What follows belongs to an exercise in optimizing a design on an open flow for small area and a short achievable clock period; a production flow would make more cautious choices.
In this exercise RTL edits were held to simulation tests only and were not proved equivalent to the original.
Power is estimated from default activity; no workload was simulated.

lane 1:
==> module alu64, before the edit <==
module alu64 (
  input  legPkg::wordT  a,
  input  legPkg::wordT  b,
  input  logic  cin,
  input  logic  opAnd,
  input  logic  opOrr,
  input  logic  opEor,
  output legPkg::wordT  result,
  output logic  z,
  output logic  p63,     
  output logic  c63      
);
  legPkg::wordT p;
  legPkg::wordT c;
  legPkg::wordT o;
  legPkg::wordT early;
  logic arith;
  pfxAdd #(.W(64), .TOPO(2)) uAdd (.a(a), .b(b), .cin(cin), .sum(), .prop(p), .carry(c));
  assign o = a | b;
  zeroTest uZero (.p(p), .o({o[62:0], cin}), .z(z));
  assign p63 = p[63];
  assign c63 = c[63];
  assign arith = ~(opAnd | opOrr | opEor);
  always_comb begin
    if (opAnd) early = a & b;
    else if (opOrr) early = o;
    else early = p;
  end
  carryMix uMix (.early(early), .c(c), .en(arith), .y(result));
endmodule
==> module zeroTest, before the edit <==
module zeroTest (
  input  legPkg::wordT p,
  input  legPkg::wordT o,
  output logic z
);
  legPkg::wordT eq;
  logic [7:0] part;
  assign eq = ~(p ^ o);
  for (genvar k = 0; k < 8; k++) begin : gPart
    and8 uAnd (.d(eq[8*k +: 8]), .y(part[k]));
  end
  and8 uTop (.d(part), .y(z));
endmodule
==> module and8, before the edit <==
module and8 (
  input  logic [7:0] d,
  output logic y
);
  assign y = &d;
endmodule
==> module regFile, before the edit <==
module regFile (
  input  logic   clk,
  input  logic [30:0] selA,
  input  logic [30:0] selB,
  output legPkg::wordT   rdDataA,
  output logic   rdNonzeroA,
  output legPkg::wordT   rdDataB,
  input  logic   wrEn,
  input  legPkg::regIdxT wrIdx,
  input  legPkg::wordT   wrData,
  input  logic   wrNonzero
);
  logic [64:0]  regs [0:30];
  logic [30:0]  nonzero;
  always_ff @(posedge clk) begin
    if (wrEn) begin
      regs[wrIdx] <= {wrNonzero, wrData};
    end
  end
  for (genvar i = 0; i < 31; i++) begin : gNz
    assign nonzero[i] = regs[i][64];
  end
  selOr31 uNzRead (.sel(selA), .d(nonzero), .y(rdNonzeroA));
  for (genvar b = 0; b < 64; b++) begin : gBit
    logic [10:0] tA;
    logic [10:0] tB;
    for (genvar g = 0; g < 10; g++) begin : gGrp
      aoi3 uA (.s(selA[3*g +: 3]), .d({regs[3*g+2][b], regs[3*g+1][b], regs[3*g][b]}), .yN(tA[g]));
      aoi3 uB (.s(selB[3*g +: 3]), .d({regs[3*g+2][b], regs[3*g+1][b], regs[3*g][b]}), .yN(tB[g]));
    end
    assign tA[10] = ~(selA[30] & regs[30][b]);
    assign tB[10] = ~(selB[30] & regs[30][b]);
    nand11 uOrA (.d(tA), .y(rdDataA[b]));
    nand11 uOrB (.d(tB), .y(rdDataB[b]));
  end
endmodule
==> module aoi3, before the edit <==
module aoi3 (
  input  logic [2:0] s,
  input  logic [2:0] d,
  output logic yN
);
  assign yN = ~|(s & d);
endmodule
==> module nand11, before the edit <==
module nand11 (
  input  logic [10:0] d,
  output logic y
);
  assign y = ~&d;
endmodule
Settings: LEC_CHECK=0, CAP_MARGIN=20, CORE_MARGIN=2, CORE_UTILIZATION=55, CTS_CLUSTER_DIAMETER=80, CTS_CLUSTER_SIZE=20, SETUP_SLACK_MARGIN=4.0, SLEW_MARGIN=20, SYNTH_HIERARCHICAL=1; clock period 6.8 ns.
run.sh (not shown) runs the stock make flow with config.mk's settings and CLKGATE_MAP_FILE= SYNTH_SCRIPT=/design/flow/synth_recipe.tcl, a recipe that flattens the netlist after the stock synthesis.
### lane 1 -> lane 2
-- flow/design.v --
<<< lane 1, line 185
  pfxAdd #(.W(64), .TOPO(2)) uAdd (.a(a), .b(b), .cin(cin), .sum(), .prop(p), .carry(c));
  assign o = a | b;
  zeroTest uZero (.p(p), .o({o[62:0], cin}), .z(z));
  assign p63 = p[63];
  assign c63 = c[63];
>>> lane 2, line 185
  pfxAdd #(.W(64), .TOPO(2)) uAdd (.a(a), .b(b), .cin(cin), .sum(), .prop(p), .carry(c));
  assign o = a | b;
  assign z = &(~(p ^ {o[62:0], cin}));
  assign p63 = p[63];
  assign c63 = c[63];
<<< lane 1, line 212
  assign y = s ? d1 : d0;
endmodule
module zeroTest (
  input  legPkg::wordT p,
  input  legPkg::wordT o,
  output logic z
);
  legPkg::wordT eq;
  logic [7:0] part;
  assign eq = ~(p ^ o);
  for (genvar k = 0; k < 8; k++) begin : gPart
    and8 uAnd (.d(eq[8*k +: 8]), .y(part[k]));
  end
  and8 uTop (.d(part), .y(z));
endmodule
module and8 (
  input  logic [7:0] d,
  output logic y
);
  assign y = &d;
endmodule
`timescale 1ns/1ps
import legPkg::*;
>>> lane 2, line 212
  assign y = s ? d1 : d0;
endmodule
`timescale 1ns/1ps
import legPkg::*;
<<< lane 1, line 256
  end
  selOr31 uNzRead (.sel(selA), .d(nonzero), .y(rdNonzeroA));
  for (genvar b = 0; b < 64; b++) begin : gBit
    logic [10:0] tA;
    logic [10:0] tB;
    for (genvar g = 0; g < 10; g++) begin : gGrp
      aoi3 uA (.s(selA[3*g +: 3]), .d({regs[3*g+2][b], regs[3*g+1][b], regs[3*g][b]}), .yN(tA[g]));
      aoi3 uB (.s(selB[3*g +: 3]), .d({regs[3*g+2][b], regs[3*g+1][b], regs[3*g][b]}), .yN(tB[g]));
    end
    assign tA[10] = ~(selA[30] & regs[30][b]);
    assign tB[10] = ~(selB[30] & regs[30][b]);
    nand11 uOrA (.d(tA), .y(rdDataA[b]));
    nand11 uOrB (.d(tB), .y(rdDataB[b]));
  end
endmodule
>>> lane 2, line 237
  end
  selOr31 uNzRead (.sel(selA), .d(nonzero), .y(rdNonzeroA));
  always_comb begin
    rdDataA = '0;
    rdDataB = '0;
    for (int i = 0; i < 31; i++) begin
      rdDataA = rdDataA | (regs[i][63:0] & {64{selA[i]}});
      rdDataB = rdDataB | (regs[i][63:0] & {64{selB[i]}});
    end
  end
endmodule
<<< lane 1, line 275
);
  assign y = |(sel & d);
endmodule
module aoi3 (
  input  logic [2:0] s,
  input  logic [2:0] d,
  output logic yN
);
  assign yN = ~|(s & d);
endmodule
module nand11 (
  input  logic [10:0] d,
  output logic y
);
  assign y = ~&d;
endmodule
`timescale 1ns/1ps
>>> lane 2, line 252
);
  assign y = |(sel & d);
endmodule
`timescale 1ns/1ps
Against lane 1 as the reference, lane 2 delivers a higher number of global-route vias before repair. Lane 2 against lane 1: design area higher; count of non-CTS buffers in the layout lower; chip width higher. Leakage power summed over all cells, lane 2 and lane 1: lower on lane 1. On register clock-pin slew on the reported worst setup and hold paths, lane 1 tracks lane 2 almost exactly. Between lane 2 and lane 1, critical path arrival is lower for lane 2, lane 1 comes in above that. Lane 2 consumes more power than lane 1 does. Looking at final critical delay including setup and external delays, lane 2 sits 0.065 ns lower than lane 1 does. The global routing met2 resource utilization number comes out lower for lane 1 vs lane 2. Between lane 1 and lane 2, fmax increased. Relative to lane 1, count of clock buffers in the final design has gone down in lane 2. Against lane 1, lane 2 reports a starting DRC count in detailed routing that is lower. Total routed wirelength came out higher on lane 2 than on lane 1.

==> what the ideal ports hide <==
The flow's constraints put no driver on any port. The routed layouts listed below were extracted and timed again, unchanged, in two steps.
Step 1 assumes that a clkbuf_16 drives the clock port and a buf_2 every other input.
Step 2 moves the port delays by t, midway between the first and last clock arrival at a register: inputs arrive t later, outputs are due t later. That takes back most of the time a late clock gives input paths.
Three values: ideal, step 1, step 2; two values: the first two.
run	shift t [ns]	setup slack, ns	slew at the worst register clock pin (ns)
lane 1	0.960	3.800 / 3.800 / 2.876	0.09 / 0.09
lane 2	0.953	3.865 / 3.840 / 3.046	0.09 / 0.09
After both steps setup and hold are still met in every run listed. The setup slack of lane 1, which loses most, moves by 0.000 ns with the drivers and by -0.924 ns with both steps.
